What follows belongs to an exercise in optimizing a design on an open flow for small area; a production flow would make more cautious choices.
In this exercise RTL edits were held to simulation tests only and were not proved equivalent to the original.
No activity file was given, so power comes from the tool's default toggle rates.

$ cat flow/config.mk
export PLATFORM = sky130hd
export DESIGN_NAME = cpu_top
export DESIGN_NICKNAME = cpu_top
export VERILOG_FILES = /design/flow/design.v
export SDC_FILE = /design/flow/constraint.sdc
export NUM_CORES = 4
export LEC_CHECK = 0
export CAP_MARGIN = 20
export CORE_MARGIN = 2
export CORE_UTILIZATION = 65
export CTS_BUF_LIST = sky130_fd_sc_hd__clkbuf_16
export CTS_CLUSTER_DIAMETER = 100
export CTS_CLUSTER_SIZE = 30
export SLEW_MARGIN = 20
$ cat flow/constraint.sdc
create_clock -name core_clock -period 9.0 [get_ports {clk}]
set_input_delay 1.8000 -clock core_clock [delete_from_list [all_inputs] [get_ports {clk}]]
set_output_delay 1.8000 -clock core_clock [all_outputs]
set_load 0.01 [all_outputs]
$ cat flow/design.v
`timescale 1ns/1ps
module cpu_top (
	input  logic clk,
	input  logic reset,
	output logic [31:0] mem_addr,
	output logic [7:0] mem_wdata,
	output logic mem_read,
	output logic mem_write,
	input  logic [7:0] mem_rdata,
	input  logic mem_ready,
	output logic [31:0] debug
);
	localparam logic [3:0] S_INIT = 4'd0;   
	localparam logic [3:0] S_FETCH = 4'd1;  
	localparam logic [3:0] S_WX = 4'd2;     
	localparam logic [3:0] S_EXEC = 4'd3;   
	localparam logic [3:0] S_ADDR = 4'd4;   
	localparam logic [3:0] S_MEM = 4'd5;    
	localparam logic [3:0] S_WW = 4'd6;     
	localparam logic [3:0] S_WB = 4'd7;     
	localparam logic [3:0] S_PRE = 4'd8;    
	logic [3:0] state;
	logic [4:0] ph;
	logic [4:0] cnt;   
	logic rdy_q;
	localparam int IW = 8;
	logic [23:0] ir;
	logic fix;
	logic fixing;
	logic [31:0] mar;
	logic [31:0] t;
	logic [31:0] p;
	logic [31:0] d;
	logic [4:0] flags;
	logic cy;
	logic wbq;    
	logic weq;
	logic zacc;
	wire [31:0] iw = {mem_rdata, ir};
	wire [6:0] op = iw[6:0];
	wire [4:0] oc = iw[11:7];
	wire [4:0] oa = iw[16:12];
	wire [14:0] ob = iw[31:17];
	wire op_mov = op == 7'h00;
	wire op_ldl = op == 7'h01;
	wire op_ldh = op == 7'h02;
	wire op_add = op == 7'h10;
	wire op_sub = op == 7'h11;
	wire op_or = op == 7'h12;
	wire op_and = op == 7'h13;
	wire op_addi = op == 7'h18;
	wire op_ori = op == 7'h1A;
	wire op_andi = op == 7'h1B;
	wire op_rsbi = op == 7'h1C;
	wire op_stb = op == 7'h20;
	wire op_sth = op == 7'h21;
	wire op_stw = op == 7'h22;
	wire op_ldbu = op == 7'h23;
	wire op_ldbs = op == 7'h24;
	wire op_ldhu = op == 7'h25;
	wire op_ldhs = op == 7'h26;
	wire op_ldw = op == 7'h27;
	wire op_cmp = op == 7'h30;
	wire op_cmpi = op == 7'h31;
	wire op_br = op == 7'h32;
	wire is_store = op_stb | op_sth | op_stw;
	wire is_load = op_ldbu | op_ldbs | op_ldhu | op_ldhs | op_ldw;
	wire is_mem = is_store | is_load;
	wire is_alu_wr = op_mov | op_ldl | op_ldh | op_add | op_sub | op_or | op_and |
		op_addi | op_ori | op_andi | op_rsbi;
	wire is_cmp = op_cmp | op_cmpi;
	wire taken = op_br && (flags & oa) != 5'd0;
	wire needs_exec = is_alu_wr | is_cmp | taken;
	wire [1:0] lastbeat = (op_stb | op_ldbu | op_ldbs) ? 2'd0 :
		(op_sth | op_ldhu | op_ldhs) ? 2'd1 : 2'd3;
	wire [31:0] rbits;
	assign rbits[0] = d[ph];
	wire wr_en;
	wire [4:0] wr_idx;
	wire wbit;
	genvar gi;
	generate
		for (gi = 1; gi < 32; gi++) begin : g_reg
			logic [31:0] r;
			always_ff @(posedge clk) begin
				r <= {r[0], (weq && wr_idx == 5'(gi)) ? wbq : r[31], r[30:1]};
			end
			assign rbits[gi] = r[0];
		end
	endgenerate
	wire [4:0] ridx = (state == S_PRE) ? (is_store ? oa : ob[4:0]) :
		(state == S_ADDR || op_ldh) ? oc : oa;
	wire a_bit = rbits[ridx];
	wire use_pre = op_add | op_sub | op_or | op_and | op_cmp | is_store;
	wire [15:0] i16 = {oa[0], ob};
	wire imm16 = i16[ph[3:0]];
	wire lo15 = ph < 5'd15;
	wire lo16 = ~ph[4];
	wire imm_s = lo15 ? imm16 : ob[14];
	wire imm_z = lo15 & imm16;
	wire use_reg_b = op_add | op_sub | op_or | op_and | op_cmp;
	wire use_z = op_ori | op_andi;
	wire yraw = use_reg_b ? t[0] : (use_z ? imm_z : imm_s);
	wire xraw = op_br ? mar[0] : a_bit;
	wire inv_x = op_rsbi & ~fixing;
	wire inv_y = (op_sub | op_cmp | op_cmpi) & ~fixing;
	wire x = (fixing ? mar[0] : xraw) ^ inv_x;
	wire y = (fixing ? (ph == 5'(IW)) : yraw) ^ inv_y;
	wire ci = (ph == 5'd0) ? (inv_x | inv_y) : cy;
	wire sum = x ^ y ^ ci;
	wire co = (x & y) | (ci & (x ^ y));
	logic res;
	always_comb begin
		if (op_mov) res = a_bit;
		else if (op_ldl) res = lo16 & imm16;
		else if (op_ldh) res = lo16 ? a_bit : imm16;
		else if (op_or | op_ori) res = a_bit | yraw;
		else if (op_and | op_andi) res = a_bit & yraw;
		else res = sum;
	end
	wire zin = (ph == 5'd0) | zacc;
	wire f_eq = zin & ~sum;
	wire f_ltu = ~co;
	wire f_gtu = co & ~f_eq;
	wire f_lts = sum ^ ci ^ co;
	wire f_gts = ~f_lts & ~f_eq;
	wire in_range = (lastbeat == 2'd3) | (lastbeat == 2'd1 & ~ph[4]) | (lastbeat == 2'd0 & ph[4:3] == 2'd0);
	wire tpos = (lastbeat == 2'd0) ? t[24] : (lastbeat == 2'd1) ? t[16] : t[0];
	wire ld_bit = in_range ? tpos : ((op_ldbs | op_ldhs) & cy);
	assign wbit = (state == S_WB) ? ld_bit : res;
	assign wr_en = (state == S_EXEC && is_alu_wr) || (state == S_WB && is_load);
	assign wr_idx = is_load ? oa : oc;
	wire mem_slot = state == S_MEM && cnt[2:0] == 3'd0;
	wire strobe = rdy_q && !fix && (state == S_FETCH || mem_slot);
	wire mem_shift = state == S_MEM && (cnt[2:0] != 3'd0 || strobe);
	wire rot = state == S_INIT || state == S_EXEC || state == S_ADDR || state == S_WB || state == S_PRE;
	wire tin = (state == S_MEM) ? mem_rdata[cnt[2:0]] : (state == S_PRE) ? a_bit : wbit;
	wire mar_shift = state == S_INIT || state == S_ADDR || state == S_WB || (state == S_EXEC && op_br) ||
		fixing;
	wire go = ph == 5'd31 && (!fix || fixing);
	wire mar_in = (state == S_INIT) ? (ph == 5'd21) : (state == S_WB) ? p[0] : sum;
	assign mem_read = strobe && (state == S_FETCH || is_load);
	assign mem_write = strobe && state == S_MEM && is_store;
	assign mem_addr = mar;
	assign mem_wdata = t[7:0];
	assign debug = d;
	always_ff @(posedge clk or posedge reset) begin
		if (reset) begin
			state <= S_INIT;
			ph <= 5'd0;
		end else begin
			ph <= ph + 5'd1;
			case (state)
				S_INIT: if (ph == 5'd31) state <= S_FETCH;
				S_FETCH: if (strobe && cnt[4:3] == 2'd3) state <= S_WX;
				S_WX: begin
					if (use_pre) begin
						if (go) state <= S_PRE;
					end else if (is_load) begin
						if (go) state <= S_ADDR;
					end else if (!needs_exec) begin
						if (!fix) state <= S_FETCH;
					end else if (go) begin
						state <= S_EXEC;
					end
				end
				S_EXEC: if (ph == 5'd31) state <= S_FETCH;
				S_ADDR: if (ph == 5'd31) state <= S_MEM;
				S_MEM: if (cnt[2:0] == 3'd7 && cnt[4:3] == lastbeat) state <= S_WW;
				S_WW: if (ph == 5'd31) state <= S_WB;
				S_PRE: if (ph == 5'd31) state <= is_store ? S_ADDR : S_EXEC;
				S_WB: if (ph == 5'd31) state <= S_FETCH;
				default: state <= S_INIT;
			endcase
		end
	end
	always_ff @(posedge clk) begin
		rdy_q <= mem_ready;
		cy <= (state == S_WB) ? ld_bit : co;
		wbq <= wbit;
		weq <= wr_en;
		zacc <= f_eq;
		p <= {(state == S_ADDR) ? mar[0] : p[0], p[31:1]};
		if (rot) cnt <= 5'd0;
		else if (state == S_FETCH && strobe) cnt <= cnt + 5'd8;
		else if (mem_shift) cnt <= cnt + 5'd1;
		if (state == S_FETCH && strobe && cnt[4:3] != 2'd3) ir <= {mem_rdata, ir[23:8]};
		if (mar_shift) mar <= {mar_in, mar[31:1]};
		else if (strobe) mar[IW-1:0] <= mar[IW-1:0] + IW'(1);
		if (state == S_INIT || state == S_WB) begin
			fix <= 1'b0;
			fixing <= 1'b0;
		end else if (fixing) begin
			if (ph == 5'd31) begin
				fix <= 1'b0;
				fixing <= 1'b0;
			end
		end else if (fix) begin
			if (ph == 5'd31) fixing <= 1'b1;
		end else if (strobe && mar[IW-1:0] == '1) begin
			fix <= 1'b1;
		end
		if ((rot && state != S_ADDR) || mem_shift) t <= {tin, t[31:1]};
		if (wr_en && wr_idx == 5'd0 && ph == 5'd31) d <= {tin, t[31:1]};
		if (state == S_INIT) flags <= 5'd0;
		else if (state == S_EXEC && is_cmp && ph == 5'd31) flags <= {f_eq, f_gtu, f_ltu, f_gts, f_lts};
	end
endmodule
$ cat flow/flow/run.sh
#!/bin/bash
set -o pipefail
cp standard.sh standard.sh.txt
export BUFFER_PORTS_ARGS="-buffer_cell sky130_fd_sc_hd__buf_1"
export CTS_ARGS="-sink_clustering_enable -repair_clock_nets -sink_clustering_size 20 -sink_clustering_max_diameter 60 -buf_list sky130_fd_sc_hd__clkbuf_8 -dont_use_dummy_load"
bash standard.sh > standard.log 2>&1
$ cat flow/standard.sh
#!/bin/bash
# synth_recipe.tcl (not shown) runs the flow's synth.tcl, then flattens the netlist and writes it again
# the make line also repeats each setting of config.mk as NAME=value (left out here)
make -C /OpenROAD-flow-scripts/flow DESIGN_CONFIG=/design/flow/config.mk WORK_HOME=/design/flow/orfs CLKGATE_MAP_FILE= SYNTH_SCRIPT=/design/flow/synth_recipe.tcl "${@:-finish}"
==> results of run 1 <==
-- metal layers --
layer,vias up,global-route usage
met3,85,0.0430
met1,5585,0.267
met2,228,0.287
li1,5764,-
met4,0,0.0724
met5,-,0
-- how the worst max path moves through the flow --
stage	from	end	slack, ns
after floorplan	mem_rdata[4]	d[31]	4.30
after global placement	state[1]	d[31]	3.61
after detailed placement	state[1]	t[31]	3.51
after CTS	state[1]	d[31]	3.46
after global routing	state[1]	d[31]	3.05
final	state[1]	d[31]	3.43
-- critical path, cell delays in order, from the launching register on --
cell and delay (ns):
sky130_fd_sc_hd__dfrtp_1 0.65, sky130_fd_sc_hd__nor4b_4 0.74, sky130_fd_sc_hd__mux2i_2 0.26, sky130_fd_sc_hd__o221ai_2 0.57, sky130_fd_sc_hd__mux4_1 0.64, sky130_fd_sc_hd__a22oi_1 0.19, sky130_fd_sc_hd__nand2_1 0.11, sky130_fd_sc_hd__o21ai_4 0.23
sky130_fd_sc_hd__xor2_1 0.10, sky130_fd_sc_hd__mux2i_1 0.33, sky130_fd_sc_hd__fa_1 0.55, sky130_fd_sc_hd__a31oi_1 0.22, sky130_fd_sc_hd__o31ai_1 0.10, sky130_fd_sc_hd__o21ai_0 0.12, sky130_fd_sc_hd__o211ai_2 0.12, sky130_fd_sc_hd__o31a_1 0.33
-- kinds of logic (layout without fill, tap and decap cells) --
kind of cell	count (synthesis)	after routing	synth area share
compound gates	131	131	0.0313
simple gates	216	216	0.0385
flops	1170	1170	0.876
fa+ha+maj	11	11	0.00542
xor+xnor	13	13	0.00404
mux	74	74	0.0351
other cells	0	2	0
buf+inv	62	181	0.0101
-- flip-flops by register name, summed over array words and instances, names as in the netlist, 4 cells and up --
register and count:
cnt 5, d 32, flags 5, g.r 992
ir 24, mar 32, p 32, ph 5
state 4, t 32
-- where the power goes --
part           switching (mW)  internal, mW  total, mW  leakage (nW)
clock                    1.37         0.706       2.08         0.503
sequential              0.225          5.58       5.81          9.61
combinational           0.430         0.229      0.659          1.38
-- layout by cell type, fill, tap and decap left out, types with 5 or more instances in the layout --
master                     synthesis  final
sky130_fd_sc_hd__a21oi_1          36     36
sky130_fd_sc_hd__a31oi_1           9      9
sky130_fd_sc_hd__and3_1            7      7
sky130_fd_sc_hd__buf_1             0     84
sky130_fd_sc_hd__buf_4             8      5
sky130_fd_sc_hd__clkbuf_8          0     70
sky130_fd_sc_hd__dfrtp_1           9      9
sky130_fd_sc_hd__dfxtp_1        1041   1041
sky130_fd_sc_hd__edfxtp_1        120    120
sky130_fd_sc_hd__ha_1              9      9
sky130_fd_sc_hd__inv_1            21     21
sky130_fd_sc_hd__mux2_1            6      6
sky130_fd_sc_hd__mux2_2           36     36
sky130_fd_sc_hd__mux2i_1          16     16
sky130_fd_sc_hd__mux4_2           14     14
sky130_fd_sc_hd__nand2_1          51     51
sky130_fd_sc_hd__nand2b_1         10     10
sky130_fd_sc_hd__nand3_1          14     14
sky130_fd_sc_hd__nor2_1           73     72
sky130_fd_sc_hd__nor2b_1           7      7
sky130_fd_sc_hd__nor3_1           12     12
sky130_fd_sc_hd__o211ai_1          6      6
sky130_fd_sc_hd__o21a_1            5      5
sky130_fd_sc_hd__o21ai_0          22     22
sky130_fd_sc_hd__o21ai_1           5      5
sky130_fd_sc_hd__o22ai_1           5      5
sky130_fd_sc_hd__o32a_1            5      5
sky130_fd_sc_hd__xnor2_1           8      8
sky130_fd_sc_hd__xor2_1            5      5
-- metrics by stage --
step	hold WS [ns]	utilization	instance area, sq um	total power, mW	worst slack (ns)
3_3_place_gp	0.310	0.678	29100	6.56	3.61
3_5_place_dp	0.312	0.678	29100	6.58	3.51
5_1_grt	0.307	0.700	30000	8.90	3.05
4_1_cts	0.296	0.700	30000	8.62	3.46
2_1_floorplan	0.310	-	28200	6.33	4.30
6_report	0.303	0.700	30000	8.54	3.43
-- final cells by class --
type | count | area (sq um) | area share
flip-flops and latches | 1170 | 24700 | 0.821
multi-input cells | 445 | 3230 | 0.107
clock buffers | 70 | 963 | 0.0321
well taps | 585 | 732 | 0.0244
repair buffers | 89 | 353 | 0.0117
inverters | 22 | 82.6 | 0.00275
diodes | 2 | 5.00 | 0.000167
==> flow_results.xml, run 1 <==
<?xml version="1.0" encoding="UTF-8"?>
<metrics>
  <group name="yosys">
    <metric name="syn-num-nets" unit="">1699</metric>
    <metric name="yosys-top-cells-count" unit="">1041 x sky130_fd_sc_hd__dfxtp_1, 120 x sky130_fd_sc_hd__edfxtp_1, 73 x sky130_fd_sc_hd__nor2_1</metric>
    <metric name="post-synth-top-area-cell" unit="">sky130_fd_sc_hd__dfxtp_1</metric>
    <metric name="synth-async-reset-ratio" unit="">0.00769</metric>
    <metric name="syn_area" unit="sq mm">0.0282</metric>
    <metric name="yosys_warnings" unit="">1</metric>
    <metric name="synth-edff-count" unit="">120</metric>
    <metric name="postSynthAreaPerCell" unit="sq um">16.8</metric>
    <metric name="post_synth_num_cell_types" unit="">74</metric>
    <metric name="synth.yosys.seq_area_share" unit="">0.876</metric>
    <metric name="synth_most_common_cell" unit="">sky130_fd_sc_hd__dfxtp_1</metric>
    <metric name="synthesis.instances" unit="">1677</metric>
    <metric name="netlist_top_cells_area" unit="">sky130_fd_sc_hd__dfxtp_1 74%, sky130_fd_sc_hd__edfxtp_1 13%, sky130_fd_sc_hd__mux2_2 1.4%, sky130_fd_sc_hd__mux4_2 1.1%, sky130_fd_sc_hd__nor2_1 0.97%</metric>
    <metric name="ys_ff_latch" unit="">1170</metric>
    <metric name="synth_top_flop_cell" unit="">sky130_fd_sc_hd__dfxtp_1</metric>
    <metric name="synth_top_area_frac" unit="">0.740</metric>
  </group>
  <group name="power_and_ir_drop">
    <metric name="cellLeakagePower" unit="nW">11.5</metric>
    <metric name="power-per-cell-area" unit="mW/mm^2">285</metric>
    <metric name="ir_drop" unit="mV">0.190</metric>
  </group>
  <group name="run">
    <metric name="drv_cap" unit="">0</metric>
  </group>
  <group name="global_route">
    <metric name="track_usage" unit="">0.188</metric>
    <metric name="wire_length_of_the_first_global_routing_pass" unit="microns">63900</metric>
    <metric name="grt_overflow_total" unit="">0</metric>
    <metric name="vias_in_the_first_global_route" unit="">11600</metric>
    <metric name="grt_max_degree" unit="">33</metric>
    <metric name="antenna_found_initial" unit="">4</metric>
  </group>
  <group name="clocking">
    <metric name="root_cell_of_the_clock_tree" unit="">sky130_fd_sc_hd__clkbuf_8</metric>
    <metric name="post_cts_hold_buffer_count" unit="">0</metric>
    <metric name="clock_tree_from_tritoncts" unit="">yes</metric>
    <metric name="ctsHtreeMaxLevel" unit="">3</metric>
    <metric name="cts_post_setup_buffers_inserted" unit="">0</metric>
    <metric name="cts_inserted_buffers" unit="">70</metric>
    <metric name="clk_pin_slew" unit="ns">0.10</metric>
    <metric name="cts_num_sinks" unit="">1170</metric>
    <metric name="cts_repair_resize_count" unit="">0</metric>
    <metric name="cts_max_path_buffers" unit="">3</metric>
    <metric name="skew_pair_late_insertion_delay" unit="ns">0.67</metric>
  </group>
  <group name="finish">
    <metric name="fillerInstances" unit="">2754</metric>
    <metric name="layout-drive-gt1-share" unit="">0.0807</metric>
    <metric name="layout.nets" unit="">1820</metric>
    <metric name="layoutNonFillerInstCount" unit="">2383</metric>
    <metric name="area_delta_synth_final" unit="%">6.60</metric>
  </group>
  <group name="place">
    <metric name="placement.io_buffers" unit="">84</metric>
    <metric name="detailed_place_hpwl" unit="microns">27000</metric>
    <metric name="post-place-cells" unit="">2311</metric>
    <metric name="routabilityCongestion" unit="">0.870</metric>
  </group>
  <group name="timing">
    <metric name="fin_worst_skew" unit="ns">0.0928</metric>
    <metric name="worst_case_headroom_to_the_max_slew_limit" unit="">0.321</metric>
    <metric name="fmax" unit="MHz">180</metric>
    <metric name="fin_tns_setup" unit="ns">0</metric>
    <metric name="period_minus_slack" unit="ns">5.57</metric>
    <metric name="tightest_slew" unit="ns">1.02</metric>
    <metric name="timing.final.setup_violations" unit="">0</metric>
    <metric name="grt_setup_unrepaired" unit="">no</metric>
    <metric name="number_of_max_slew_violations_in_the_final_report" unit="">0</metric>
    <metric name="fin_crit_sh" unit="">0.619</metric>
    <metric name="final_hold_viol_count" unit="">0</metric>
  </group>
  <group name="floorplanning">
    <metric name="dieArea" unit="sq mm">0.0450</metric>
    <metric name="die_h" unit="microns">212</metric>
    <metric name="floorplan.initialDensity" unit="">0.657</metric>
    <metric name="pin_count" unit="">85</metric>
    <metric name="core_area" unit="sq mm">0.0429</metric>
    <metric name="floorplan.rows" unit="">76</metric>
    <metric name="die_width" unit="microns">212</metric>
  </group>
  <group name="routing">
    <metric name="detailedRoute.firstIterationViolations" unit="">640</metric>
    <metric name="post_dr_wirelength_cell" unit="microns">17.4</metric>
    <metric name="dr.pass1.iters" unit="">5</metric>
    <metric name="viasPerCell" unit="">4.89</metric>
    <metric name="routed.top_layer" unit="">met4</metric>
    <metric name="drc" unit="">0</metric>
    <metric name="route.layer.met1.wl" unit="microns">20100</metric>
    <metric name="detail_route.wirelength" unit="microns">41500</metric>
    <metric name="detailroute.wirelength.met3" unit="microns">1850</metric>
    <metric name="dr_wl_met2" unit="microns">18300</metric>
    <metric name="detailroute.via_count" unit="">11700</metric>
    <metric name="drtAntennaViolNets" unit="">0</metric>
  </group>
  <group name="setup_path">
    <metric name="r2r_cells" unit="">15</metric>
    <metric name="worst_r2r_endpoint" unit="">d[31]</metric>
    <metric name="setup.worst_path.end_class" unit="">register</metric>
    <metric name="regToRegStartpoint" unit="">state[1]</metric>
    <metric name="timing_worst_setup_path_type" unit="">reg2reg</metric>
    <metric name="timing.critical_path.required" unit="ns">9.36</metric>
    <metric name="timing.critical_path.arrival" unit="ns">5.92</metric>
    <metric name="crit_path_max_fanout" unit="">18</metric>
    <metric name="critical_path.startpoint_type" unit="">register</metric>
    <metric name="reg2reg_slack" unit="ns">3.43</metric>
  </group>
  <group name="hold_path">
    <metric name="worst_hold_path_startpoint" unit="">g_reg[20].r[24]</metric>
    <metric name="hold-path-cell-count" unit="">0</metric>
    <metric name="hold_end" unit="">g_reg[20].r[23]</metric>
    <metric name="worst_hold_path_type" unit="">reg2reg</metric>
  </group>
  <group name="run_status">
    <metric name="outcome" unit="">no timing/DRC/antenna violations</metric>
  </group>
</metrics>
==> inputs of run 2 (changes only) <==
--- a/flow/config.mk
+++ b/flow/config.mk
@@ -9,3 +9,3 @@
 export CORE_MARGIN = 2
-export CORE_UTILIZATION = 65
+export CORE_UTILIZATION = 40
 export CTS_BUF_LIST = sky130_fd_sc_hd__clkbuf_16
==> run 2 against run 1 <==
Net effect:
- still clean on timing, DRC and antenna
- flip-flop and latch count unchanged
- register-to-register slack worse by 0.12 ns
- area after synthesis unchanged
- combinational power up 0.8%
- sequential power about the same
- global-route usage down 7.3 points
- clock power about the same
- core utilization down 26 points
- synthesized cell count unchanged
- clock skew up 0.013 ns
- worst hold slack worse by 0.033 ns
- largest cell class unchanged
- highest routed layer unchanged
==> flow_results.xml, run 2 <==
<?xml version="1.0" encoding="UTF-8"?>
<metrics>
  <group name="floorplanning">
    <metric name="die_h" unit="microns">269</metric>
    <metric name="dieArea" unit="sq mm">0.0726</metric>
    <metric name="pin_count" unit="">85</metric>
    <metric name="core_area" unit="sq mm">0.0699</metric>
    <metric name="floorplan.rows" unit="">97</metric>
    <metric name="die_width" unit="microns">269</metric>
    <metric name="floorplan.initialDensity" unit="">0.403</metric>
  </group>
  <group name="yosys">
    <metric name="syn_area" unit="sq mm">0.0282</metric>
    <metric name="synth.yosys.seq_area_share" unit="">0.876</metric>
    <metric name="post_synth_num_cell_types" unit="">74</metric>
    <metric name="postSynthAreaPerCell" unit="sq um">16.8</metric>
    <metric name="post-synth-top-area-cell" unit="">sky130_fd_sc_hd__dfxtp_1</metric>
    <metric name="synth_top_area_frac" unit="">0.740</metric>
    <metric name="synth_most_common_cell" unit="">sky130_fd_sc_hd__dfxtp_1</metric>
    <metric name="synth-async-reset-ratio" unit="">0.00769</metric>
    <metric name="netlist_top_cells_area" unit="">sky130_fd_sc_hd__dfxtp_1 74%, sky130_fd_sc_hd__edfxtp_1 13%, sky130_fd_sc_hd__mux2_2 1.4%, sky130_fd_sc_hd__mux4_2 1.1%, sky130_fd_sc_hd__nor2_1 0.97%</metric>
    <metric name="synth_top_flop_cell" unit="">sky130_fd_sc_hd__dfxtp_1</metric>
    <metric name="ys_ff_latch" unit="">1170</metric>
    <metric name="syn-num-nets" unit="">1699</metric>
    <metric name="yosys-top-cells-count" unit="">1041 x sky130_fd_sc_hd__dfxtp_1, 120 x sky130_fd_sc_hd__edfxtp_1, 73 x sky130_fd_sc_hd__nor2_1</metric>
    <metric name="synth-edff-count" unit="">120</metric>
    <metric name="yosys_warnings" unit="">1</metric>
    <metric name="synthesis.instances" unit="">1677</metric>
  </group>
  <group name="routing">
    <metric name="drtAntennaViolNets" unit="">0</metric>
    <metric name="post_dr_wirelength_cell" unit="microns">15.2</metric>
    <metric name="detailedRoute.firstIterationViolations" unit="">619</metric>
    <metric name="detail_route.wirelength" unit="microns">41700</metric>
    <metric name="drc" unit="">0</metric>
    <metric name="viasPerCell" unit="">4.30</metric>
    <metric name="dr.pass1.iters" unit="">5</metric>
    <metric name="detailroute.via_count" unit="">11800</metric>
  </group>
  <group name="finish">
    <metric name="area_delta_synth_final" unit="%">8.30</metric>
    <metric name="layout-drive-gt1-share" unit="">0.0818</metric>
    <metric name="final_common_cell" unit="">sky130_fd_sc_hd__dfxtp_1</metric>
    <metric name="layout.nets" unit="">1821</metric>
    <metric name="layout_common_cells" unit="">1040 x sky130_fd_sc_hd__dfxtp_1, 120 x sky130_fd_sc_hd__edfxtp_1, 84 x sky130_fd_sc_hd__buf_1</metric>
    <metric name="largest_reg_flops" unit="">992</metric>
    <metric name="layoutNonFillerInstCount" unit="">2743</metric>
    <metric name="register_with_the_most_flip_flops" unit="">g.r</metric>
  </group>
  <group name="place">
    <metric name="post-place-cells" unit="">2666</metric>
    <metric name="placement.io_buffers" unit="">84</metric>
    <metric name="detailed_place_hpwl" unit="microns">26300</metric>
    <metric name="routabilityCongestion" unit="">0.800</metric>
    <metric name="placement.setup.worst_slack" unit="ns">3.41</metric>
  </group>
  <group name="run_status">
    <metric name="outcome" unit="">no timing/DRC/antenna violations</metric>
  </group>
  <group name="power_and_ir_drop">
    <metric name="power-per-cell-area" unit="mW/mm^2">281</metric>
    <metric name="power" unit="mW">8.58</metric>
    <metric name="cellLeakagePower" unit="nW">11.5</metric>
    <metric name="ir_drop" unit="mV">0.177</metric>
  </group>
  <group name="timing">
    <metric name="grt_setup_unrepaired" unit="">no</metric>
    <metric name="final_hold_viol_count" unit="">0</metric>
    <metric name="period_minus_slack" unit="ns">5.69</metric>
    <metric name="fmax" unit="MHz">176</metric>
    <metric name="timing.final.setup_violations" unit="">0</metric>
    <metric name="fin_tns_setup" unit="ns">0</metric>
    <metric name="worst_case_headroom_to_the_max_slew_limit" unit="">0.350</metric>
    <metric name="tightest_slew" unit="ns">0.975</metric>
    <metric name="fin_worst_skew" unit="ns">0.105</metric>
    <metric name="number_of_max_slew_violations_in_the_final_report" unit="">0</metric>
    <metric name="setup_slack" unit="ns">3.31</metric>
    <metric name="fin_crit_sh" unit="">0.632</metric>
  </group>
  <group name="global_route">
    <metric name="grt_overflow_total" unit="">0</metric>
    <metric name="vias_in_the_first_global_route" unit="">11900</metric>
    <metric name="antenna_found_initial" unit="">4</metric>
    <metric name="grt_max_degree" unit="">33</metric>
    <metric name="track_usage" unit="">0.116</metric>
    <metric name="wire_length_of_the_first_global_routing_pass" unit="microns">65900</metric>
  </group>
  <group name="hold_path">
    <metric name="worst_hold_path_type" unit="">reg2reg</metric>
  </group>
  <group name="clocking">
    <metric name="cts_post_setup_buffers_inserted" unit="">0</metric>
    <metric name="root_cell_of_the_clock_tree" unit="">sky130_fd_sc_hd__clkbuf_8</metric>
    <metric name="cts_max_path_buffers" unit="">3</metric>
    <metric name="cts_repair_resize_count" unit="">0</metric>
    <metric name="skew_pair_late_insertion_delay" unit="ns">0.70</metric>
    <metric name="cts_num_sinks" unit="">1170</metric>
    <metric name="cts_inserted_buffers" unit="">71</metric>
    <metric name="clock_tree_from_tritoncts" unit="">yes</metric>
    <metric name="ctsHtreeMaxLevel" unit="">3</metric>
    <metric name="post_cts_hold_buffer_count" unit="">0</metric>
    <metric name="clk_pin_slew" unit="ns">0.11</metric>
  </group>
  <group name="setup_path">
    <metric name="crit_path_max_fanout" unit="">18</metric>
    <metric name="timing.critical_path.arrival" unit="ns">6.02</metric>
    <metric name="timing.critical_path.required" unit="ns">9.33</metric>
    <metric name="critical_path.startpoint_type" unit="">register</metric>
    <metric name="timing_worst_setup_path_type" unit="">reg2reg</metric>
    <metric name="setup.worst_path.end_class" unit="">register</metric>
  </group>
  <group name="run">
    <metric name="drv_cap" unit="">0</metric>
  </group>
</metrics>
==> run 2: cell counts after synthesis <==
Identical to the previous run, type by type.
==> run 2: per-stage QoR <==
step	area, sq um	hold slack, ns	util
after floorplan	28200	0.310	-
after global placement	29500	0.310	0.422
after detailed placement	29500	0.312	0.422
after CTS	30500	0.268	0.436
after global routing	30500	0.279	0.436
final	30500	0.271	0.436
==> run 2: final timing paths <==
| kind | from | endpoint | slack (ns) | cells past startpoint |
|---|---|---|---|---|
| max | state[1] | t[31] | 3.31 | 15 |
| max reg2reg | state[1] | t[31] | 3.31 | 15 |
| min reg2reg | g_reg[10].r[12] | g_reg[10].r[11] | 0.27 | 0 |
| min in group asynchronous | reset | ph[4] | 1.12 | 2 |
| max in group asynchronous | reset | ph[2] | 7.52 | 2 |
| min | g_reg[10].r[12] | g_reg[10].r[11] | 0.27 | 0 |
==> run 2: cell type report <==
cell class                 instances  area (sq um)
fill                            6279         39400
sequential                      1170         24700
multi-input combinational        445          3240
tap                              940          1180
clock buffer                      71           977
timing repair buffer              89           353
inverter                          22          82.6
antenna                            6          15.0
==> run 2: per-layer routing <==
layer / track usage / wire length (microns)
met1: 0.165 / 20500
met2: 0.165 / 17500
met3: 0.0323 / 2200
met4: 0.0488 / 1550
met5: 0 / 0
==> run 2: power breakdown <==
group	internal, mW	switching [mW]
Combinational	0.230	0.434
Sequential	5.58	0.237
Clock	0.715	1.38
==> run 2: cells by family after synthesis <==
group | Yosys count | share of synthesized area
fa+ha+maj | 11 | 0.00542
mux | 74 | 0.0351
buf+inv | 62 | 0.0101
simple gates | 216 | 0.0385
compound gates | 131 | 0.0313
flops | 1170 | 0.876
xor+xnor | 13 | 0.00404
==> run 2: critical path, cell delays in order, from the launching register on <==
cell,delay (ns)
sky130_fd_sc_hd__dfrtp_1,0.65
sky130_fd_sc_hd__nor4b_4,0.75
sky130_fd_sc_hd__mux2i_2,0.27
sky130_fd_sc_hd__o221ai_2,0.59
sky130_fd_sc_hd__mux4_1,0.65
sky130_fd_sc_hd__a22oi_1,0.19
sky130_fd_sc_hd__nand2_1,0.11
sky130_fd_sc_hd__o21ai_4,0.27
sky130_fd_sc_hd__xor2_1,0.11
sky130_fd_sc_hd__mux2i_1,0.33
sky130_fd_sc_hd__fa_1,0.56
sky130_fd_sc_hd__a31oi_1,0.21
sky130_fd_sc_hd__o31ai_1,0.10
sky130_fd_sc_hd__nor2_1,0.14
sky130_fd_sc_hd__o211ai_2,0.09
sky130_fd_sc_hd__o31a_1,0.33
==> inputs of run 3 (changes only) <==
--- a/flow/design.v
+++ b/flow/design.v
@@ -80,2 +80,4 @@
 	wire wbit;
+	wire [31:1] we_dec;
+	cpu_wdec u_wdec (.en(weq), .idx(wr_idx), .we(we_dec));
 	genvar gi;
@@ -85,3 +87,3 @@
 			always_ff @(posedge clk) begin
-				r <= {r[0], (weq && wr_idx == 5'(gi)) ? wbq : r[31], r[30:1]};
+				r <= {r[0], we_dec[gi] ? wbq : r[31], r[30:1]};
 			end
@@ -208 +210,10 @@
 endmodule
+module cpu_wdec (
+	input  logic en,
+	input  logic [4:0] idx,
+	output logic [31:1] we
+);
+	always_comb begin
+		for (int i = 1; i < 32; i++) we[i] = en && idx == 5'(i);
+	end
+endmodule
--- a/flow/config.mk
+++ b/flow/config.mk
@@ -10,5 +10,4 @@
 export CORE_UTILIZATION = 40
-export CTS_BUF_LIST = sky130_fd_sc_hd__clkbuf_16
-export CTS_CLUSTER_DIAMETER = 100
-export CTS_CLUSTER_SIZE = 30
 export SLEW_MARGIN = 20
+export SYNTH_HIERARCHICAL = 1
+export SYNTH_MINIMUM_KEEP_SIZE = 0
==> run 3 against run 2 <==
Net effect:
- sequential power barely moved
- final area is 0.76% lower
- combinational power decreased by 7.1%
- register-to-register slack about the same
- final cell count shrank 2.0%
- first-iteration DRC count increased by 6.3%
- total power decreased by 0.63%
- area after synthesis fell by 0.75%
- still clean
==> flow_results.xml, run 3 <==
<?xml version="1.0" encoding="UTF-8"?>
<metrics>
  <group name="clocking">
    <metric name="cts_num_sinks" unit="">1170</metric>
    <metric name="clk_pin_slew" unit="ns">0.12</metric>
    <metric name="post_cts_hold_buffer_count" unit="">0</metric>
    <metric name="clock_tree_from_tritoncts" unit="">yes</metric>
    <metric name="root_cell_of_the_clock_tree" unit="">sky130_fd_sc_hd__clkbuf_8</metric>
    <metric name="cts_repair_resize_count" unit="">0</metric>
    <metric name="cts_post_setup_buffers_inserted" unit="">0</metric>
    <metric name="skew_pair_late_insertion_delay" unit="ns">0.68</metric>
    <metric name="ctsHtreeMaxLevel" unit="">3</metric>
    <metric name="cts_inserted_buffers" unit="">71</metric>
    <metric name="cts_max_path_buffers" unit="">3</metric>
  </group>
  <group name="floorplanning">
    <metric name="die_width" unit="microns">268</metric>
    <metric name="core_area" unit="sq mm">0.0689</metric>
    <metric name="floorplan.rows" unit="">96</metric>
    <metric name="dieArea" unit="sq mm">0.0720</metric>
    <metric name="floorplan.initialDensity" unit="">0.406</metric>
    <metric name="die_h" unit="microns">268</metric>
    <metric name="pin_count" unit="">85</metric>
  </group>
  <group name="yosys">
    <metric name="syn_area" unit="sq mm">0.0280</metric>
    <metric name="synth-xor-area-share" unit="">0.00407</metric>
    <metric name="synthesis.instances" unit="">1634</metric>
    <metric name="post-synth-top-area-cell" unit="">sky130_fd_sc_hd__dfxtp_1</metric>
    <metric name="synth.yosys.seq_area_share" unit="">0.882</metric>
    <metric name="yosys-top-cells-count" unit="">1041 x sky130_fd_sc_hd__dfxtp_1, 120 x sky130_fd_sc_hd__edfxtp_1, 86 x sky130_fd_sc_hd__nor2_1</metric>
    <metric name="synth-edff-count" unit="">120</metric>
    <metric name="multiplexer_fraction_of_the_synthesized_cell_area" unit="">0.0387</metric>
    <metric name="synth_top_flop_cell" unit="">sky130_fd_sc_hd__dfxtp_1</metric>
    <metric name="netlist_top_cells_area" unit="">sky130_fd_sc_hd__dfxtp_1 75%, sky130_fd_sc_hd__edfxtp_1 13%, sky130_fd_sc_hd__mux2_2 1.7%, sky130_fd_sc_hd__nor2_1 1.2%, sky130_fd_sc_hd__mux4_2 1.1%</metric>
    <metric name="synth-compound-area-share" unit="">0.0260</metric>
    <metric name="synthAdderAreaFrac" unit="">0.00546</metric>
    <metric name="postSynthAreaPerCell" unit="sq um">17.1</metric>
    <metric name="post_synth_num_cell_types" unit="">74</metric>
    <metric name="yosys_warnings" unit="">8</metric>
    <metric name="syn-num-nets" unit="">1656</metric>
    <metric name="synth_top_area_frac" unit="">0.745</metric>
    <metric name="ys_ff_latch" unit="">1170</metric>
    <metric name="yosys.area_share.simple" unit="">0.0345</metric>
    <metric name="synth-async-reset-ratio" unit="">0.00769</metric>
    <metric name="synth_most_common_cell" unit="">sky130_fd_sc_hd__dfxtp_1</metric>
    <metric name="synth_top_family_by_area" unit="">multiplexers</metric>
  </group>
  <group name="setup_path">
    <metric name="timing.critical_path.arrival" unit="ns">6.03</metric>
    <metric name="setup.worst_path.end_class" unit="">register</metric>
    <metric name="path_cells" unit="">nor4b_1 -&gt; a21oi_1 -&gt; mux2i_2 -&gt; o21ai_0 -&gt; o311ai_0 -&gt; a21boi_0 -&gt; o2111ai_1 -&gt; o21ai_1 -&gt; xor2_1 -&gt; mux2i_1 -&gt; fa_1 -&gt; nor2_1 -&gt; a211oi_1 -&gt; a22oi_1 -&gt; a31oi_1</metric>
    <metric name="crit_path_max_fanout" unit="">18</metric>
    <metric name="critical_path.max_stage_delay" unit="ns">0.77</metric>
    <metric name="r2r_cells" unit="">15</metric>
    <metric name="regToRegStartpoint" unit="">ir[1]</metric>
    <metric name="timing.critical_path.required" unit="ns">9.35</metric>
    <metric name="critical_path.startpoint_type" unit="">register</metric>
    <metric name="timing_worst_setup_path_type" unit="">reg2reg</metric>
    <metric name="critical-path-slowest-cell" unit="">sky130_fd_sc_hd__o21ai_0</metric>
    <metric name="reg2reg_slack" unit="ns">3.32</metric>
    <metric name="worst_r2r_endpoint" unit="">t[31]</metric>
  </group>
  <group name="global_route">
    <metric name="grt_overflow_total" unit="">0</metric>
    <metric name="grt_max_degree" unit="">33</metric>
    <metric name="antenna_found_initial" unit="">3</metric>
    <metric name="vias_in_the_first_global_route" unit="">11300</metric>
    <metric name="wire_length_of_the_first_global_routing_pass" unit="microns">63900</metric>
    <metric name="track_usage" unit="">0.115</metric>
  </group>
  <group name="hold_path">
    <metric name="hold_end" unit="">g_reg[3].r[27]</metric>
    <metric name="hold-path-cell-count" unit="">0</metric>
    <metric name="worst_hold_path_type" unit="">reg2reg</metric>
    <metric name="worst_hold_path_startpoint" unit="">g_reg[3].r[28]</metric>
  </group>
  <group name="timing">
    <metric name="tightest_slew" unit="ns">1.04</metric>
    <metric name="fin_crit_sh" unit="">0.631</metric>
    <metric name="fmax" unit="MHz">176</metric>
    <metric name="fin_tns_setup" unit="ns">0</metric>
    <metric name="grt_setup_unrepaired" unit="">no</metric>
    <metric name="fin_worst_skew" unit="ns">0.0908</metric>
    <metric name="worst_case_headroom_to_the_max_slew_limit" unit="">0.306</metric>
    <metric name="number_of_max_slew_violations_in_the_final_report" unit="">0</metric>
    <metric name="final_hold_viol_count" unit="">0</metric>
    <metric name="period_minus_slack" unit="ns">5.68</metric>
    <metric name="timing.final.setup_violations" unit="">0</metric>
    <metric name="final.hold.worst_slack" unit="ns">0.293</metric>
  </group>
  <group name="routing">
    <metric name="drtAntennaViolNets" unit="">0</metric>
    <metric name="drc" unit="">0</metric>
    <metric name="detailroute.via_count" unit="">11500</metric>
    <metric name="detail_route.wirelength" unit="microns">40700</metric>
    <metric name="viasPerCell" unit="">4.27</metric>
    <metric name="detailedRoute.firstIterationViolations" unit="">658</metric>
    <metric name="dr.pass1.iters" unit="">5</metric>
    <metric name="post_dr_wirelength_cell" unit="microns">15.2</metric>
  </group>
  <group name="power_and_ir_drop">
    <metric name="power-per-cell-area" unit="mW/mm^2">282</metric>
    <metric name="ir_drop" unit="mV">0.139</metric>
    <metric name="power" unit="mW">8.53</metric>
    <metric name="cellLeakagePower" unit="nW">11.4</metric>
  </group>
  <group name="finish">
    <metric name="largest_reg_flops" unit="">992</metric>
    <metric name="register_with_the_most_flip_flops" unit="">g.r</metric>
    <metric name="layout_common_cells" unit="">1041 x sky130_fd_sc_hd__dfxtp_1, 120 x sky130_fd_sc_hd__edfxtp_1, 85 x sky130_fd_sc_hd__nor2_1</metric>
    <metric name="area_delta_synth_final" unit="%">8.28</metric>
    <metric name="layout.nets" unit="">1779</metric>
    <metric name="layout-drive-gt1-share" unit="">0.0843</metric>
    <metric name="final_common_cell" unit="">sky130_fd_sc_hd__dfxtp_1</metric>
  </group>
  <group name="place">
    <metric name="detailed_place_hpwl" unit="microns">26100</metric>
    <metric name="placement.io_buffers" unit="">84</metric>
    <metric name="routabilityCongestion" unit="">0.852</metric>
  </group>
  <group name="run">
    <metric name="drv_cap" unit="">0</metric>
  </group>
  <group name="run_status">
    <metric name="outcome" unit="">no timing/DRC/antenna violations</metric>
  </group>
</metrics>
==> run 3: cell count changes in the layout (fill, tap and decap cells not counted), moves of 10 or more <==
| cell | delta |
|---|---|
| sky130_fd_sc_hd__nand2_1 | -18 |
| sky130_fd_sc_hd__nor2_1 | +13 |
| sky130_fd_sc_hd__mux2i_1 | +12 |
| sky130_fd_sc_hd__nor3_1 | -10 |
==> run 3: routing by layer <==
| layer | up-vias | routed length, microns | track usage |
|---|---|---|---|
| met4 | 0 | 1190 | 0.0428 |
| met1 | 5548 | 20300 | 0.166 |
| met2 | 228 | 17100 | 0.168 |
| met5 | - | 0 | 0 |
| li1 | 5606 | - | - |
| met3 | 88 | 2180 | 0.0300 |
==> run 3: cell families (layout without fill, tap and decap cells) <==
kind of cell               count (synthesis)  after routing
buffers and inverters                     54            175
and+or+nand+nor                          193            193
DFF                                     1170           1170
muxes                                     85             85
adders and majority gates                 11             11
AOI/OAI and AO/OA                        108            108
xor gates and xnor gates                  13             13
other                                      0              1
==> run 3: per-module statistics from Yosys (local to each module, per instance) <==
module / area, sq um / cells inside / flops+latches / times used
cpu_wdec: 230 / 46 / 0 / 1
cpu_top: 27700 / 1588 / 1170 / 1
==> run 3: report_power, final <==
| group | total (mW) | switching, mW | internal (mW) | leakage, nW |
|---|---|---|---|---|
| clock network | 2.09 | 1.38 | 0.716 | 0.510 |
| logic | 0.617 | 0.413 | 0.204 | 1.29 |
| registers | 5.82 | 0.220 | 5.60 | 9.62 |
==> run 3: area by class of cell <==
class / instances / area (sq um)
antenna: 1 / 2.50
clock buffer: 71 / 977
fill: 6103 / 38700
inverter: 15 / 56.3
multi-input combinational: 410 / 3060
sequential: 1170 / 24700
tap: 931 / 1160
timing repair buffer: 89 / 353
==> run 3: worst max path at each step <==
stage	startpoint	to	slack, ns	depth (start not counted)
after CTS	ir[1]	t[31]	3.33	15
after floorplan	mem_rdata[4]	d[31]	4.33	12
after detailed placement	state[1]	t[31]	3.48	15
after global placement	ir[1]	d[31]	3.66	15
after global routing	ir[1]	t[31]	2.83	15
final	ir[1]	t[31]	3.32	15
==> run 3: critical path: cells and delay by family, from the launching register on <==
family,cells,cell delay (ns)
adder cells (fa/ha/maj),1,0.53
multiplexers,2,0.63
flip-flops,1,0.66
AND/OR/NAND/NOR,2,0.40
XOR/XNOR,1,0.11
AO/OA/AOI/OAI,9,3.01
==> run 3: stage by stage <==
| stage | cells | worst slack (ns) | instance area, sq um | util |
|---|---|---|---|---|
| 2_1_floorplan | 1634 | 4.33 | 28000 | - |
| 3_3_place_gp | 2615 | 3.66 | 29300 | 0.425 |
| 3_5_place_dp | 2615 | 3.48 | 29300 | 0.425 |
| 4_1_cts | 2686 | 3.33 | 30300 | 0.439 |
| 5_1_grt | 2687 | 2.83 | 30300 | 0.439 |
| 6_report | 2687 | 3.32 | 30300 | 0.439 |
==> inputs of run 4 (changes only) <==
==> flow/flow/run.sh (replaced) <==
#!/bin/bash
# The standard layout (standard.sh), with these changes to the ORFS defaults:
#  - synthesis maps logic with an area-oriented ABC script (flow/abc_area.script,
#    used through ABC_AREA=1 from a copy of the ORFS scripts folder); registers
#    and everything else in synthesis are unchanged;
#  - ports are buffered with buf_1 instead of clkdlybuf4s50_1;
#  - the clock tree uses clusters of up to 20 sinks on clkbuf_8, without dummy loads.
# Each step's output goes to a log file of its own here; ORFS's tool logs are in orfs/logs.
set -euo pipefail
HERE=$(pwd)
rm -rf "$HERE/orfs_scripts"
cp -r "$FLOW_HOME/scripts" "$HERE/orfs_scripts"
cp "$HERE/flow/abc_area.script" "$HERE/orfs_scripts/abc_area.script"
export BUFFER_PORTS_ARGS="-buffer_cell sky130_fd_sc_hd__buf_1"
export CTS_ARGS="-sink_clustering_enable -repair_clock_nets -sink_clustering_size 20 -sink_clustering_max_diameter 60 -buf_list sky130_fd_sc_hd__clkbuf_8 -dont_use_dummy_load"
SCRIPTS_DIR="$HERE/orfs_scripts" ABC_AREA=1 bash standard.sh synth > "$HERE/synth.log" 2>&1
bash standard.sh > "$HERE/layout.log" 2>&1
==> flow/flow/abc_area.script (new file) <==
&get -n
&st
&dch -f
&nf -R 1000 -p -F 8 -A 4
&st
&syn2
&dch -f
&nf -R 1000 -p -F 8 -A 4
&st
&synch2
&nf -R 1000 -p -F 8 -A 4
&put
topo
dnsize
==> run 4 against run 3 <==
Net effect:
- critical path type unchanged
- worst hold slack worse by 0.010 ns
- clock power about the same
- still clean
- setup slack worse by 0.75 ns
- clock skew down 0.022 ns
- combinational power up 11%
- synthesized cell count down 3.1%
- largest cell class unchanged
- area after synthesis down 1.5%
- first-iteration DRC count up 19%
- final cell count down 2.6%
- clock-buffer cell count up 1
==> flow_results.xml, run 4 <==
<?xml version="1.0" encoding="UTF-8"?>
<metrics>
  <group name="run_status">
    <metric name="outcome" unit="">no timing/DRC/antenna violations</metric>
  </group>
  <group name="clocking">
    <metric name="clk_pin_slew" unit="ns">0.11</metric>
    <metric name="cts_inserted_buffers" unit="">72</metric>
    <metric name="cts_repair_resize_count" unit="">0</metric>
    <metric name="root_cell_of_the_clock_tree" unit="">sky130_fd_sc_hd__clkbuf_8</metric>
    <metric name="cts_post_setup_buffers_inserted" unit="">0</metric>
    <metric name="cts_num_sinks" unit="">1170</metric>
    <metric name="clock_tree_from_tritoncts" unit="">yes</metric>
    <metric name="cts_max_path_buffers" unit="">3</metric>
    <metric name="post_cts_hold_buffer_count" unit="">0</metric>
    <metric name="ctsHtreeMaxLevel" unit="">3</metric>
    <metric name="skew_pair_late_insertion_delay" unit="ns">0.68</metric>
  </group>
  <group name="floorplanning">
    <metric name="dieArea" unit="sq mm">0.0710</metric>
    <metric name="die_width" unit="microns">266</metric>
    <metric name="floorplan.rows" unit="">96</metric>
    <metric name="floorplan.initialDensity" unit="">0.403</metric>
    <metric name="pin_count" unit="">85</metric>
    <metric name="die_h" unit="microns">266</metric>
    <metric name="core_area" unit="sq mm">0.0683</metric>
  </group>
  <group name="timing">
    <metric name="fin_worst_skew" unit="ns">0.0684</metric>
    <metric name="timing.final.setup_violations" unit="">0</metric>
    <metric name="period_minus_slack" unit="ns">6.43</metric>
    <metric name="number_of_max_slew_violations_in_the_final_report" unit="">0</metric>
    <metric name="tightest_slew" unit="ns">1.01</metric>
    <metric name="grt_setup_unrepaired" unit="">no</metric>
    <metric name="fmax" unit="MHz">155</metric>
    <metric name="worst_case_headroom_to_the_max_slew_limit" unit="">0.328</metric>
    <metric name="fin_tns_setup" unit="ns">0</metric>
    <metric name="fin_crit_sh" unit="">0.715</metric>
    <metric name="final_hold_viol_count" unit="">0</metric>
  </group>
  <group name="power_and_ir_drop">
    <metric name="ir_drop" unit="mV">0.128</metric>
    <metric name="cellLeakagePower" unit="nW">11.4</metric>
    <metric name="p_int" unit="mW">6.56</metric>
    <metric name="clock_power_share" unit="">0.245</metric>
    <metric name="p_sw" unit="mW">2.02</metric>
    <metric name="swShare" unit="">0.236</metric>
    <metric name="power-per-cell-area" unit="mW/mm^2">287</metric>
    <metric name="share_comb_of_total_power" unit="">0.080</metric>
    <metric name="fraction_of_power_consumed_by_sequential_logic" unit="">0.675</metric>
    <metric name="power" unit="mW">8.59</metric>
  </group>
  <group name="global_route">
    <metric name="vias_in_the_first_global_route" unit="">11200</metric>
    <metric name="track_usage" unit="">0.111</metric>
    <metric name="antenna_found_initial" unit="">1</metric>
    <metric name="wire_length_of_the_first_global_routing_pass" unit="microns">61000</metric>
    <metric name="grt_overflow_total" unit="">0</metric>
    <metric name="grt_max_degree" unit="">41</metric>
  </group>
  <group name="yosys">
    <metric name="synth.yosys.seq_area_share" unit="">0.896</metric>
    <metric name="synth_top_flop_cell" unit="">sky130_fd_sc_hd__dfxtp_1</metric>
    <metric name="synth_top_area_frac" unit="">0.757</metric>
    <metric name="synth-edff-count" unit="">120</metric>
    <metric name="postSynthAreaPerCell" unit="sq um">17.4</metric>
    <metric name="synth-xor-area-share" unit="">0.00445</metric>
    <metric name="syn-num-nets" unit="">1605</metric>
    <metric name="multiplexer_fraction_of_the_synthesized_cell_area" unit="">0.0345</metric>
    <metric name="netlist_top_cells_area" unit="">sky130_fd_sc_hd__dfxtp_1 76%, sky130_fd_sc_hd__edfxtp_1 13%, sky130_fd_sc_hd__mux2_1 1.7%, sky130_fd_sc_hd__mux4_2 1.2%, sky130_fd_sc_hd__nor2_1 1.0%</metric>
    <metric name="synth-compound-area-share" unit="">0.0226</metric>
    <metric name="yosys_warnings" unit="">8</metric>
    <metric name="synth-async-reset-ratio" unit="">0.00769</metric>
    <metric name="synthesis.instances" unit="">1583</metric>
    <metric name="post_synth_num_cell_types" unit="">48</metric>
    <metric name="synthAdderAreaFrac" unit="">0.00554</metric>
    <metric name="post-synth-top-area-cell" unit="">sky130_fd_sc_hd__dfxtp_1</metric>
    <metric name="yosys-top-cells-count" unit="">1041 x sky130_fd_sc_hd__dfxtp_1, 120 x sky130_fd_sc_hd__edfxtp_1, 75 x sky130_fd_sc_hd__nor2_1</metric>
    <metric name="synth_top_family_by_area" unit="">multiplexers</metric>
    <metric name="syn_area" unit="sq mm">0.0275</metric>
    <metric name="yosys.area_share.simple" unit="">0.0328</metric>
    <metric name="ys_ff_latch" unit="">1170</metric>
    <metric name="synth_most_common_cell" unit="">sky130_fd_sc_hd__dfxtp_1</metric>
  </group>
  <group name="routing">
    <metric name="drc" unit="">0</metric>
    <metric name="detail_route.wirelength" unit="microns">38600</metric>
    <metric name="detailroute.via_count" unit="">11200</metric>
    <metric name="post_dr_wirelength_cell" unit="microns">14.8</metric>
    <metric name="viasPerCell" unit="">4.28</metric>
    <metric name="dr.pass1.iters" unit="">5</metric>
    <metric name="detailedRoute.firstIterationViolations" unit="">783</metric>
    <metric name="drtAntennaViolNets" unit="">0</metric>
  </group>
  <group name="finish">
    <metric name="diodes" unit="">0</metric>
    <metric name="fillerInstances" unit="">5915</metric>
    <metric name="area_delta_synth_final" unit="%">8.76</metric>
    <metric name="multiInputGateArea" unit="sq mm">0.00278</metric>
    <metric name="largest_reg_flops" unit="">992</metric>
    <metric name="final_common_cell" unit="">sky130_fd_sc_hd__dfxtp_1</metric>
    <metric name="register_with_the_most_flip_flops" unit="">g.r</metric>
    <metric name="layout_common_cells" unit="">1041 x sky130_fd_sc_hd__dfxtp_1, 120 x sky130_fd_sc_hd__edfxtp_1, 84 x sky130_fd_sc_hd__buf_1</metric>
    <metric name="layout-drive-gt1-share" unit="">0.0553</metric>
    <metric name="layoutNonFillerInstCount" unit="">2618</metric>
    <metric name="layout.nets" unit="">1760</metric>
    <metric name="area.sequential" unit="sq mm">0.0247</metric>
  </group>
  <group name="setup_path">
    <metric name="critical_path.startpoint_type" unit="">register</metric>
    <metric name="setup.worst_path.end_class" unit="">register</metric>
    <metric name="regToRegStartpoint" unit="">ir[2]</metric>
    <metric name="timing_worst_setup_path_type" unit="">reg2reg</metric>
    <metric name="r2r_cells" unit="">22</metric>
    <metric name="timing.critical_path.arrival" unit="ns">6.79</metric>
    <metric name="timing.critical_path.required" unit="ns">9.36</metric>
    <metric name="crit_path_max_fanout" unit="">11</metric>
    <metric name="crit_path_start" unit="">ir[2]</metric>
  </group>
  <group name="place">
    <metric name="placement.io_buffers" unit="">84</metric>
    <metric name="routabilityCongestion" unit="">0.842</metric>
    <metric name="post-place-cells" unit="">2546</metric>
    <metric name="detailed_place_hpwl" unit="microns">24100</metric>
  </group>
  <group name="hold_path">
    <metric name="worst_hold_path_type" unit="">reg2reg</metric>
    <metric name="hold-path-cell-count" unit="">0</metric>
    <metric name="worst_hold_path_startpoint" unit="">g_reg[17].r[13]</metric>
  </group>
  <group name="run">
    <metric name="drv_cap" unit="">0</metric>
  </group>
</metrics>
[run 4: per-stage QoR]
stage	setup slack [ns]	utilization	cell area, sq um	hold WS, ns
final	2.57	0.438	29900	0.283
after global placement	2.79	0.423	28900	0.310
after CTS	2.67	0.438	29900	0.277
after global routing	1.92	0.438	29900	0.286
after floorplan	3.15	-	27500	0.310
after detailed placement	2.70	0.424	29000	0.312
[run 4: power groups by stage]
stage	Sequential, mW	Clock, mW	Combinational [mW]
3_5_place_dp	5.92	0	0.692
2_1_floorplan	5.89	0	0.441
6_report	5.80	2.10	0.686
3_3_place_gp	5.91	0	0.677
5_1_grt	5.83	2.39	0.777
4_1_cts	5.80	2.21	0.692
[run 4: cell type report]
class | instances | share of cell area
Inverter | 14 | 0.00175
Tap cell | 882 | 0.0369
Multi-Input combinational cell | 391 | 0.0928
Timing Repair Buffer | 89 | 0.0118
Clock buffer | 72 | 0.0331
Sequential cell | 1170 | 0.824
[run 4: critical path, cell delays in order (launching register included)]
cell and delay [ns]:
sky130_fd_sc_hd__edfxtp_1 0.54, sky130_fd_sc_hd__nor2_1 0.24, sky130_fd_sc_hd__nand3_1 0.15, sky130_fd_sc_hd__nor4_1 0.54, sky130_fd_sc_hd__nor2_1 0.18, sky130_fd_sc_hd__nor2_1 0.36
sky130_fd_sc_hd__nor2_1 0.13, sky130_fd_sc_hd__a21oi_1 0.76, sky130_fd_sc_hd__a211oi_1 0.09, sky130_fd_sc_hd__a211oi_1 0.26, sky130_fd_sc_hd__a31oi_1 0.07, sky130_fd_sc_hd__o32ai_1 0.80
sky130_fd_sc_hd__xor2_1 0.15, sky130_fd_sc_hd__mux2i_1 0.36, sky130_fd_sc_hd__fa_1 0.52, sky130_fd_sc_hd__a21oi_1 0.14, sky130_fd_sc_hd__o21ai_0 0.11, sky130_fd_sc_hd__nor2_1 0.14
sky130_fd_sc_hd__a21oi_1 0.05, sky130_fd_sc_hd__o21ai_0 0.18, sky130_fd_sc_hd__nand2_1 0.09, sky130_fd_sc_hd__o211ai_1 0.16, sky130_fd_sc_hd__o21ai_0 0.13
[run 4: path summary, 6_finish.rpt]
path	end	slack (ns)
max	d[31]	2.57
min	g_reg[17].r[12]	0.28
max reg2reg	d[31]	2.57
min reg2reg	g_reg[17].r[12]	0.28
max in group asynchronous	ph[1]	7.67
min in group asynchronous	state[3]	1.06
[run 4: metal layers]
metal  track usage  vias up  part of all wire
met5             0        -                 0
met4        0.0604        0             0.046
met3        0.0262      101             0.053
met2         0.161      255              0.41
met1         0.153     5349              0.49
li1              -     5499                 -
[run 4: logic make-up after synthesis]
family,Yosys count
compound gates,100
xor+xnor,14
fa+ha+maj,11
buf+inv,22
flops,1170
mux,71
simple gates,195
[run 4: modules after synthesis, one instance, submodules excluded]
module | area, sq um | flops+latches | times used | cells inside
cpu_wdec | 199 | 0 | 1 | 47
cpu_top | 27300 | 1170 | 1 | 1536
==> inputs of run 5 (changes only) <==
--- a/flow/design.v
+++ b/flow/design.v
@@ -35,4 +35,2 @@
 	logic cy;
-	logic wbq;    
-	logic weq;
 	logic zacc;
@@ -81,3 +79,3 @@
 	wire [31:1] we_dec;
-	cpu_wdec u_wdec (.en(weq), .idx(wr_idx), .we(we_dec));
+	cpu_wdec u_wdec (.en(wr_en), .idx(wr_idx), .we(we_dec));
 	genvar gi;
@@ -87,3 +85,3 @@
 			always_ff @(posedge clk) begin
-				r <= {r[0], we_dec[gi] ? wbq : r[31], r[30:1]};
+				r <= {we_dec[gi] ? wbit : r[0], r[31:1]};
 			end
@@ -181,4 +179,2 @@
 		cy <= (state == S_WB) ? ld_bit : co;
-		wbq <= wbit;
-		weq <= wr_en;
 		zacc <= f_eq;
==> flow/flow/abc_area.script (replaced) <==
&get -n
&st
&dch -f
&nf -R 1000 -p -F 16 -A 8 -C 32
&st
&syn2
&dch -f
&nf -R 1000 -p -F 16 -A 8 -C 32
&st
&synch2
&nf -R 1000 -p -F 16 -A 8 -C 32
&put
topo
dnsize
==> run 5 against run 4 <==
Net effect:
- still clean
- wire length is 0.53% higher
- critical path depth stayed put
- non-clock buffer count is 2 higher
- clock skew is 0.024 ns higher
- via count is 1.1% higher
- flip-flop and latch count is 2 lower
- sequential share of layout area is 0.29 points higher
- register-to-register slack worse by 0.06 ns
- synthesized cell count is 0.82% higher
- total power is 0.86% lower
- clock power hardly changed
- critical path type unchanged
- largest cell class unchanged
- largest power group unchanged
- highest routed layer unchanged
==> flow_results.xml, run 5 <==
<?xml version="1.0" encoding="UTF-8"?>
<metrics>
  <group name="yosys">
    <metric name="syn_area" unit="sq mm">0.0274</metric>
    <metric name="netlist_top_cells_area" unit="">sky130_fd_sc_hd__dfxtp_1 76%, sky130_fd_sc_hd__edfxtp_1 13%, sky130_fd_sc_hd__mux4_2 1.7%, sky130_fd_sc_hd__nor2_1 1.4%, sky130_fd_sc_hd__a21oi_1 1.0%</metric>
    <metric name="synth-compound-area-share" unit="">0.0264</metric>
    <metric name="synth_most_common_cell" unit="">sky130_fd_sc_hd__dfxtp_1</metric>
    <metric name="synth_top_family_by_area" unit="">simple AND/OR/NAND/NOR gates</metric>
    <metric name="yosys.area_share.simple" unit="">0.0368</metric>
    <metric name="yosys_warnings" unit="">8</metric>
    <metric name="synth-edff-count" unit="">120</metric>
    <metric name="synth_top_area_frac" unit="">0.759</metric>
    <metric name="synthesis.instances" unit="">1596</metric>
    <metric name="syn-num-nets" unit="">1618</metric>
    <metric name="synth-async-reset-ratio" unit="">0.00771</metric>
    <metric name="synth-xor-area-share" unit="">0.00448</metric>
    <metric name="multiplexer_fraction_of_the_synthesized_cell_area" unit="">0.0241</metric>
    <metric name="post_synth_num_cell_types" unit="">51</metric>
    <metric name="ys_ff_latch" unit="">1168</metric>
  </group>
  <group name="floorplanning">
    <metric name="die_width" unit="microns">266</metric>
    <metric name="dieArea" unit="sq mm">0.0706</metric>
    <metric name="floorplan.initialDensity" unit="">0.406</metric>
    <metric name="core_area" unit="sq mm">0.0675</metric>
    <metric name="pin_count" unit="">85</metric>
  </group>
  <group name="setup_path">
    <metric name="cp_common_cell" unit="">sky130_fd_sc_hd__nor2_1</metric>
    <metric name="critical_path.max_stage_delay" unit="ns">0.64</metric>
    <metric name="critical-path-slowest-cell" unit="">sky130_fd_sc_hd__nor4_1</metric>
    <metric name="setup.worst_path.end_class" unit="">register</metric>
    <metric name="timing.critical_path.required" unit="ns">9.36</metric>
    <metric name="timing_worst_setup_path_type" unit="">reg2reg</metric>
  </group>
  <group name="global_route">
    <metric name="vias_in_the_first_global_route" unit="">11300</metric>
    <metric name="grt_overflow_total" unit="">0</metric>
    <metric name="grt_max_degree" unit="">41</metric>
    <metric name="antenna_found_initial" unit="">2</metric>
    <metric name="wire_length_of_the_first_global_routing_pass" unit="microns">61400</metric>
  </group>
  <group name="timing">
    <metric name="period_minus_slack" unit="ns">6.50</metric>
    <metric name="fin_tns_setup" unit="ns">0</metric>
    <metric name="worst_case_headroom_to_the_max_slew_limit" unit="">0.281</metric>
    <metric name="fin_worst_skew" unit="ns">0.0921</metric>
    <metric name="fin_crit_sh" unit="">0.722</metric>
    <metric name="timing.final.setup_violations" unit="">0</metric>
    <metric name="fmax" unit="MHz">154</metric>
    <metric name="grt_setup_unrepaired" unit="">no</metric>
    <metric name="tightest_slew" unit="ns">1.07</metric>
  </group>
  <group name="clocking">
    <metric name="ctsHtreeMaxLevel" unit="">3</metric>
    <metric name="cts_num_sinks" unit="">1168</metric>
    <metric name="clk_pin_slew" unit="ns">0.11</metric>
    <metric name="skew_pair_late_insertion_delay" unit="ns">0.70</metric>
    <metric name="post_cts_hold_buffer_count" unit="">0</metric>
    <metric name="cts_post_setup_buffers_inserted" unit="">0</metric>
    <metric name="cts_repair_resize_count" unit="">0</metric>
    <metric name="cts_inserted_buffers" unit="">71</metric>
    <metric name="clock_tree_from_tritoncts" unit="">yes</metric>
    <metric name="cts_max_path_buffers" unit="">3</metric>
  </group>
  <group name="finish">
    <metric name="layout.nets" unit="">1774</metric>
    <metric name="multiInputGateArea" unit="sq mm">0.00268</metric>
    <metric name="register_with_the_most_flip_flops" unit="">g.r</metric>
    <metric name="largest_reg_flops" unit="">992</metric>
    <metric name="final_common_cell" unit="">sky130_fd_sc_hd__dfxtp_1</metric>
  </group>
  <group name="routing">
    <metric name="drc" unit="">0</metric>
    <metric name="post_dr_wirelength_cell" unit="microns">14.8</metric>
    <metric name="detailroute.via_count" unit="">11300</metric>
    <metric name="route.layer.met1.wl" unit="microns">19900</metric>
    <metric name="drtAntennaViolNets" unit="">0</metric>
    <metric name="viasPerCell" unit="">4.31</metric>
    <metric name="dr.pass1.iters" unit="">5</metric>
    <metric name="dr_wl_met2" unit="microns">15900</metric>
  </group>
  <group name="run">
    <metric name="drv_cap" unit="">0</metric>
  </group>
  <group name="place">
    <metric name="placement.io_buffers" unit="">84</metric>
    <metric name="placement.setup.worst_slack" unit="ns">2.46</metric>
    <metric name="detailed_place_hpwl" unit="microns">24800</metric>
  </group>
  <group name="power_and_ir_drop">
    <metric name="cellLeakagePower" unit="nW">11.3</metric>
    <metric name="ir_drop" unit="mV">0.223</metric>
  </group>
  <group name="run_status">
    <metric name="outcome" unit="">no timing/DRC/antenna violations</metric>
  </group>
</metrics>
## run 5: area by class of cell
class / count / area share
Multi-Input combinational cell: 409 / 0.0899
Timing Repair Buffer: 91 / 0.0123
Tap cell: 873 / 0.0367
Inverter: 11 / 0.00139
Clock buffer: 71 / 0.0328
Antenna cell: 2 / 0.000168
Sequential cell: 1168 / 0.827
## run 5: kinds of logic after synthesis
logic type | after synthesis
xor gates and xnor gates | 14
and+or+nand+nor | 225
AOI/OAI and AO/OA | 121
adders and majority gates | 11
DFF | 1168
muxes | 38
buffers and inverters | 19
## run 5: layer usage
metal  vias up  track usage
met4         0       0.0415
met3        91       0.0289
li1       5547            -
met2       207        0.159
met1      5478        0.162
met5         -            0
## run 5: worst paths after layout
path | startpoint | end | slack, ns
worst max-delay path | ir[2] | t[31] | 2.50
worst min-delay path | g_reg[13].r[7] | g_reg[13].r[6] | 0.28
worst max register to register | ir[2] | t[31] | 2.50
worst min register to register | g_reg[13].r[7] | g_reg[13].r[6] | 0.28
max in group asynchronous | reset | state[3] | 7.66
min in group asynchronous | reset | state[2] | 1.08
## run 5: worst max-delay path, delay by kind of cell, from the launching register on
kind                       cells  cell delay, ns
and+or+nand+nor               10            2.41
AOI/OAI and AO/OA              7            1.48
muxes                          2            0.89
DFF                            1            0.52
adders and majority gates      1            0.51
buffers and inverters          1            0.31
xor gates and xnor gates       1            0.07
## run 5: per-module statistics from Yosys, one instance, submodules excluded
module	flip-flops and latches	cells	cell area [sq um]	times used
cpu_top	1168	1549	27200	1
cpu_wdec	0	47	199	1
## run 5: report_power, final
group | switching (mW) | total [mW] | leakage, nW | internal [mW]
combinational | 0.460 | 0.655 | 1.10 | 0.195
sequential | 0.174 | 5.77 | 9.64 | 5.60
clock | 1.37 | 2.09 | 0.510 | 0.715
total | 2.01 | 8.51 | 11.3 | 6.51
## run 5: stage by stage
stage	power (mW)	cell area, sq um	std cells	utilization	hold WS, ns
after global routing	8.90	29800	2625	0.441	0.280
final	8.51	29800	2625	0.441	0.279
after detailed placement	6.55	28800	2552	0.427	0.312
after global placement	6.54	28800	2552	0.427	0.310
after CTS	8.63	29800	2623	0.441	0.269
after floorplan	6.26	27400	1596	-	0.310

## afterwards: timing with drivers on the ports
Ports are ideal in the flow. The routed layouts listed here were re-timed in OpenROAD.
Step 1 (the two cells are an assumption about what drives the block):
set clk [get_ports {clk}]
set_driving_cell -lib_cell sky130_fd_sc_hd__clkbuf_16 $clk
set_driving_cell -lib_cell sky130_fd_sc_hd__buf_2 [delete_from_list [all_inputs] $clk]
Step 2 adds t to the input delays and takes it off the output delays; t is the mean of the earliest and latest rising clock arrival at the registers after step 1. Input paths then give back, and output paths get back, about the clock's delay inside the block.
Three values: ideal, step 1, step 2; two values: the first two.
run | t, ns | setup slack, ns | clock arrival spread, ns | worst slew at a driven data input, ns
run 1 | 0.672 | 3.433 / 3.433 / 3.433 | 0.093 / 0.092 | 0.03
run 2 | 0.700 | 3.311 / 3.311 / 3.311 | 0.106 / 0.106 | 0.03
run 3 | 0.694 | 3.320 / 3.320 / 3.320 | 0.092 / 0.091 | 0.05
run 4 | 0.690 | 2.567 / 2.567 / 2.567 | 0.088 / 0.089 | 0.06
run 5 | 0.704 | 2.503 / 2.503 / 2.503 | 0.098 / 0.098 | 0.07
After both steps every run listed still meets setup and hold.
